This is an optimization exercise on Yosys and OpenROAD, whose aim is small area, not a production implementation.
At most, simulation tests tie the RTL to the original design; equivalence was not proved.
Power and IR drop assume default switching activity.

## run X
==> flow/design.v <==
package dnsle_pkg;
  localparam int MAX_LABEL = 62;
  localparam int RING_DEPTH = MAX_LABEL + 1;
  localparam int CNT_W      = 6;
  localparam int BYTE_W     = 8;
  localparam int LEN_W      = 16;
  localparam logic [BYTE_W-1:0] DOT_CHAR = 8'd46;
endpackage
module dnsle_label_ram #(
  parameter int DEPTH = 63,
  parameter int WIDTH = 8
) (
  input  logic             clk,
  input  logic             wr_en,
  input  logic [WIDTH-1:0] wr_data,
  output logic [WIDTH-1:0] rd_data
);
  logic [DEPTH*WIDTH-1:0] ring_r;
  always_ff @(posedge clk) begin
    ring_r <= {ring_r[(DEPTH-1)*WIDTH-1:0],
               wr_en ? wr_data : ring_r[DEPTH*WIDTH-1 -: WIDTH]};
  end
  assign rd_data = ring_r[WIDTH-1:0];
endmodule
module dnsle_ctrl (
  input  logic        clk,
  input  logic        rst_n,
  input  logic        in_valid,
  output logic        in_ready,
  input  logic        in_mode,
  input  logic [7:0]  in_char_code,
  output logic        wr_en,
  input  logic [7:0]  rd_data,
  output logic        out_valid,
  input  logic        out_ready,
  output logic [7:0]  out_byte,
  output logic        out_last_of_run,
  output logic [15:0] out_encoded_length,
  output logic        out_label_overflow
);
  localparam int CNT_W = dnsle_pkg::CNT_W;
  localparam int LEN_W = dnsle_pkg::LEN_W;
  localparam logic [1:0] ST_IDLE  = 2'b00;
  localparam logic [1:0] ST_TSHOW = 2'b01;
  localparam logic [1:0] ST_DATA  = 2'b10;
  logic [1:0]       state_r;
  logic [CNT_W-1:0] off_r;
  logic [CNT_W-1:0] count_r;
  logic             dot_r;
  logic             ovf_r;
  logic             term_r;
  logic [LEN_W-1:0] enc_r;
  logic             valid_r;
  logic [7:0]       byte_r;
  logic st_idle, st_data, st_tshow;
  logic can_push, is_dot, empty, full, at_slot, closes, writes, take;
  logic consume, last, push, cnt_up, cnt_down;
  assign st_idle  = (state_r == ST_IDLE);
  assign st_data  = state_r[1];
  assign st_tshow = (state_r == ST_TSHOW);
  assign can_push = !valid_r || out_ready;
  assign is_dot   = (in_char_code == dnsle_pkg::DOT_CHAR);
  assign empty    = (count_r == '0);
  assign full     = (count_r == CNT_W'(dnsle_pkg::MAX_LABEL));
  assign at_slot  = (off_r == count_r);
  assign closes   = in_mode || dot_r;
  assign writes   = !in_mode && !is_dot && (dot_r || !full);
  assign in_ready = st_idle && can_push && (!writes || at_slot);
  assign take     = in_valid && in_ready;
  assign wr_en    = take && writes;
  assign consume  = st_data && !empty && can_push && (off_r == CNT_W'(1));
  assign last     = (count_r == CNT_W'(1));
  assign push     = (take && closes && !(in_mode && empty)) ||
                    (st_data && can_push && (empty || off_r == CNT_W'(1)));
  assign cnt_up   = wr_en && (!closes || empty);
  assign cnt_down = consume && !(last && !term_r && !dot_r);
  logic [CNT_W-1:0] cnt_tog;
  always_comb begin
    cnt_tog[0] = cnt_up || cnt_down;
    for (int i = 1; i < CNT_W; i++)
      cnt_tog[i] = cnt_tog[i-1] && (count_r[i-1] ? cnt_up : cnt_down);
  end
  logic [CNT_W-1:0] off_tog;
  logic             off_wrap;
  assign off_wrap = !consume && (off_r == CNT_W'(dnsle_pkg::MAX_LABEL));
  always_comb begin
    off_tog[0] = !consume;
    for (int i = 1; i < CNT_W; i++) off_tog[i] = off_tog[i-1] && off_r[i-1];
  end
  always_ff @(posedge clk) begin
    if (!rst_n) begin
      state_r <= ST_IDLE;
      off_r   <= '0;
      count_r <= '0;
      dot_r   <= 1'b0;
      ovf_r   <= 1'b0;
      valid_r <= 1'b0;
    end else begin
      case (state_r)
        ST_IDLE:  if (take && closes && (in_mode || !empty)) state_r <= ST_DATA;
        ST_DATA: begin
          if (empty && can_push)                 state_r <= ST_TSHOW;
          else if (consume && last && !term_r)   state_r <= ST_IDLE;
        end
        default:  if (out_ready) state_r <= ST_IDLE;
      endcase
      off_r <= (off_r ^ off_tog) & ~{CNT_W{off_wrap}};
      count_r <= count_r ^ cnt_tog;
      if (take) dot_r <= !in_mode && is_dot;
      if (st_tshow && out_ready)                          ovf_r <= 1'b0;
      else if (take && !in_mode && !dot_r && !is_dot && full) ovf_r <= 1'b1;
      if (push)           valid_r <= 1'b1;
      else if (out_ready) valid_r <= 1'b0;
    end
  end
  always_ff @(posedge clk) begin
    if (take && closes) term_r <= in_mode;
  end
  logic [LEN_W-1:0] enc_n;
  always_ff @(posedge clk) begin
    if (!rst_n || (st_tshow && out_ready)) enc_n <= '1;
    else if (push && enc_n != '0)          enc_n <= enc_n - LEN_W'(1);
  end
  assign enc_r = ~enc_n;
  always_ff @(posedge clk) begin
    if (push) byte_r <= consume ? rd_data : 8'(count_r);
  end
  assign out_valid          = valid_r;
  assign out_byte           = byte_r;
  assign out_last_of_run    = !state_r[1];
  assign out_encoded_length = st_tshow ? enc_r : '0;
  assign out_label_overflow = ovf_r;
endmodule
module dns_name_label_encoder (
  input  logic        clk,
  input  logic        rst_n,
  input  logic        in_valid,
  output logic        in_ready,
  input  logic        in_mode,
  input  logic [7:0]  in_char_code,
  output logic        out_valid,
  input  logic        out_ready,
  output logic [7:0]  out_byte,
  output logic        out_last_of_run,
  output logic [15:0] out_encoded_length,
  output logic        out_label_overflow
);
  logic       wr_en;
  logic [7:0] rd_data;
  dnsle_label_ram #(
    .DEPTH (dnsle_pkg::RING_DEPTH),
    .WIDTH (dnsle_pkg::BYTE_W)
  ) u_ram (
    .clk     (clk),
    .wr_en   (wr_en),
    .wr_data (in_char_code),
    .rd_data (rd_data)
  );
  dnsle_ctrl u_ctrl (
    .clk                (clk),
    .rst_n              (rst_n),
    .in_valid           (in_valid),
    .in_ready           (in_ready),
    .in_mode            (in_mode),
    .in_char_code       (in_char_code),
    .wr_en              (wr_en),
    .rd_data            (rd_data),
    .out_valid          (out_valid),
    .out_ready          (out_ready),
    .out_byte           (out_byte),
    .out_last_of_run    (out_last_of_run),
    .out_encoded_length (out_encoded_length),
    .out_label_overflow (out_label_overflow)
  );
endmodule
Settings: LEC_CHECK=0, CAP_MARGIN=20, CORE_MARGIN=2, CORE_UTILIZATION=75, SLEW_MARGIN=20; clock period 5.5 ns.
standard.sh (not shown) runs the stock make flow with config.mk's settings and CLKGATE_MAP_FILE= SYNTH_SCRIPT=/design/flow/synth_recipe.tcl, a recipe that flattens the netlist after the stock synthesis.
==> flow/flow/run.sh <==
#!/bin/bash
# Layout flow: the standard ORFS layout (standard.sh), with these changes
# passed to ORFS through its own variables:
#  - synthesis maps logic with an area-oriented ABC script (abc_area.script
#    here) in place of ORFS's speed script; the synthesis script is
#    otherwise the standard flow's synth_recipe.tcl unchanged, so registers and names are
#    those of the standard synthesis;
#  - clock tree synthesis without dummy loads, with clkbuf_8 buffers and sink
#    clusters of at most 20 flip-flops (CTS_ARGS);
#  - port buffers of the smallest buffer cell (BUFFER_PORTS_ARGS).
# Each tool's full output is kept in the ORFS logs under orfs/logs, and the
# make output in flow_make.log here.
set -euo pipefail
here=$(pwd)
{
  printf 'proc abc {args} {\n'
  printf '  set i [lsearch $args -script]\n'
  printf '  if {$i >= 0} { lset args [expr {$i + 1}] %s/flow/abc_area.script }\n' "$here"
  printf '  yosys abc {*}$args\n'
  printf '}\n'
  cat synth_recipe.tcl
} > own_synth.tcl
sed -E "s#SYNTH_SCRIPT=[^ ]+#SYNTH_SCRIPT=$here/own_synth.tcl#" standard.sh > own_standard.sh
grep -q "SYNTH_SCRIPT=$here/own_synth.tcl" own_standard.sh
export CTS_ARGS="-sink_clustering_enable -repair_clock_nets -dont_use_dummy_load -sink_clustering_size 20 -sink_clustering_max_diameter 60 -buf_list sky130_fd_sc_hd__clkbuf_8"
export BUFFER_PORTS_ARGS="-buffer_cell sky130_fd_sc_hd__buf_1"
bash own_standard.sh > flow_make.log 2>&1
==> flow/flow/abc_area.script <==
strash
dch -f
amap
strash
dch -f
amap
topo
diff inputs: run X => run Z
==> flow/design.v, changed modules only <==
module dnsle_ctrl (
  input  logic        clk,
  input  logic        rst_n,
  input  logic        in_valid,
  output logic        in_ready,
  input  logic        in_mode,
  input  logic [7:0]  in_char_code,
  output logic        wr_en,
  input  logic [7:0]  rd_data,
  output logic        out_valid,
  input  logic        out_ready,
  output logic [7:0]  out_byte,
  output logic        out_last_of_run,
  output logic [15:0] out_encoded_length,
  output logic        out_label_overflow
);
  localparam int CNT_W = dnsle_pkg::CNT_W;
  localparam int LEN_W = dnsle_pkg::LEN_W;
  localparam logic [1:0] ST_IDLE   = 2'b00;
  localparam logic [1:0] ST_TSHOW  = 2'b01;
  localparam logic [1:0] ST_DATA_C = 2'b10;
  localparam logic [1:0] ST_DATA_T = 2'b11;
  logic [1:0]       state_r;
  logic [CNT_W-1:0] off_r;
  logic [CNT_W-1:0] count_r;
  logic             dot_r;
  logic             ovf_r;
  logic [LEN_W-1:0] enc_r;
  logic             valid_r;
  logic [7:0]       byte_r;
  logic st_idle, st_data, st_tshow;
  logic can_push, is_dot, empty, full, at_slot, closes, writes, take;
  logic consume, last, push, cnt_up, cnt_down;
  assign st_idle  = (state_r == ST_IDLE);
  assign st_data  = state_r[1];
  assign st_tshow = (state_r == ST_TSHOW);
  assign can_push = !valid_r || out_ready;
  assign is_dot   = (in_char_code == dnsle_pkg::DOT_CHAR);
  assign empty    = (count_r == '0);
  assign full     = (count_r == CNT_W'(dnsle_pkg::MAX_LABEL));
  assign at_slot  = (off_r == count_r);
  assign closes   = in_mode || dot_r;
  assign writes   = !in_mode && !is_dot && (dot_r || !full);
  assign in_ready = st_idle && can_push && (!writes || at_slot);
  assign take     = in_valid && in_ready;
  assign wr_en    = take && writes;
  assign consume  = st_data && !empty && can_push && (off_r == CNT_W'(1));
  assign last     = (count_r == CNT_W'(1));
  assign push     = (take && closes && !(in_mode && empty)) ||
                    (st_data && can_push && (empty || off_r == CNT_W'(1)));
  assign cnt_up   = wr_en && (!closes || empty);
  assign cnt_down = consume && !(last && !state_r[0] && !dot_r);
  logic [CNT_W-1:0] cnt_tog;
  always_comb begin
    cnt_tog[0] = cnt_up || cnt_down;
    for (int i = 1; i < CNT_W; i++)
      cnt_tog[i] = cnt_tog[i-1] && (count_r[i-1] ? cnt_up : cnt_down);
  end
  logic [CNT_W-1:0] off_tog;
  logic             off_wrap;
  assign off_wrap = !consume && (off_r == CNT_W'(dnsle_pkg::MAX_LABEL));
  always_comb begin
    off_tog[0] = !consume;
    for (int i = 1; i < CNT_W; i++) off_tog[i] = off_tog[i-1] && off_r[i-1];
  end
  always_ff @(posedge clk) begin
    if (!rst_n) begin
      state_r <= ST_IDLE;
      off_r   <= '0;
      count_r <= '0;
      dot_r   <= 1'b0;
      ovf_r   <= 1'b0;
      valid_r <= 1'b0;
    end else begin
      case (state_r)
        ST_IDLE: begin
          if (take && closes && (in_mode || !empty))
            state_r <= in_mode ? ST_DATA_T : ST_DATA_C;
        end
        ST_DATA_C: if (consume && last) state_r <= ST_IDLE;
        ST_DATA_T: if (empty && can_push) state_r <= ST_TSHOW;
        default:   if (out_ready) state_r <= ST_IDLE;
      endcase
      off_r <= (off_r ^ off_tog) & ~{CNT_W{off_wrap}};
      count_r <= count_r ^ cnt_tog;
      if (take) dot_r <= !in_mode && is_dot;
      if (st_tshow && out_ready)                          ovf_r <= 1'b0;
      else if (take && !in_mode && !dot_r && !is_dot && full) ovf_r <= 1'b1;
      if (push)           valid_r <= 1'b1;
      else if (out_ready) valid_r <= 1'b0;
    end
  end
  logic [LEN_W-1:0] enc_n;
  always_ff @(posedge clk) begin
    if (!rst_n || (st_tshow && out_ready)) enc_n <= '1;
    else if (push && enc_n != '0)          enc_n <= enc_n - LEN_W'(1);
  end
  assign enc_r = ~enc_n;
  always_ff @(posedge clk) begin
    if (push) byte_r <= consume ? rd_data : 8'(count_r);
  end
  assign out_valid          = valid_r;
  assign out_byte           = byte_r;
  assign out_last_of_run    = !state_r[1];
  assign out_encoded_length = st_tshow ? enc_r : '0;
  assign out_label_overflow = ovf_r;
endmodule
Results
- Both conditions hold for run Z: the flow ran to the end and the final layout passed the timing, design-rule and antenna checks.
- ~same signed area change from the synthesized netlist to the final layout in run Z and run X
- Relative to run X, routed wire length has increased by 4.9% in run Z.
- In run Z, switching share of power is higher than in run X.
- On cell depth of the worst setup path, the higher figure sits with run X, not run Z.
- For run X, the library cell contributing the largest single delay on the critical path was sky130_fd_sc_hd__nor4_1, unlike run Z, where it was sky130_fd_sc_hd__nor3_1.
- Compared with run X, in run Z total length of routed met2 wires went up; detailed-route via count went up.
- Destination of the critical timing path = u_ctrl.count_r[5]: run Z; destination of the critical timing path = u_ctrl.enc_n[15]: run X
Only the layout flow was run in run Z; the RTL was not checked for function there.

## re-timing with driven ports
The flow's constraints put no driver on any port. The routed layouts listed below were extracted and timed again, unchanged, in two steps. Step 1 assumes that a clkbuf_16 drives the clock port and a buf_2 every other input. Step 2 adds t to the input delays and takes it off the output delays; t is the mean of the earliest and latest rising clock arrival at the registers after step 1. Input paths then give back, and output paths get back, about the clock's delay inside the block. Three values: ideal, step 1, step 2; two values: the first two.
| run | t (ns) | setup WS [ns] | clock arrival spread, ns | slew at the worst register clock pin (ns) |
|---|---|---|---|---|
| run X | 0.617 | 0.586 / 0.602 / -0.015 | 0.056 / 0.055 | 0.12 / 0.12 |
| run Z | 0.605 | 1.343 / 1.359 / 0.755 | 0.062 / 0.063 | 0.12 / 0.12 |
Met with ideal ports but missed after step 2: setup timing in run X. The setup slack of run X, which loses most, moves by +0.016 ns with the drivers and by -0.601 ns with both steps.
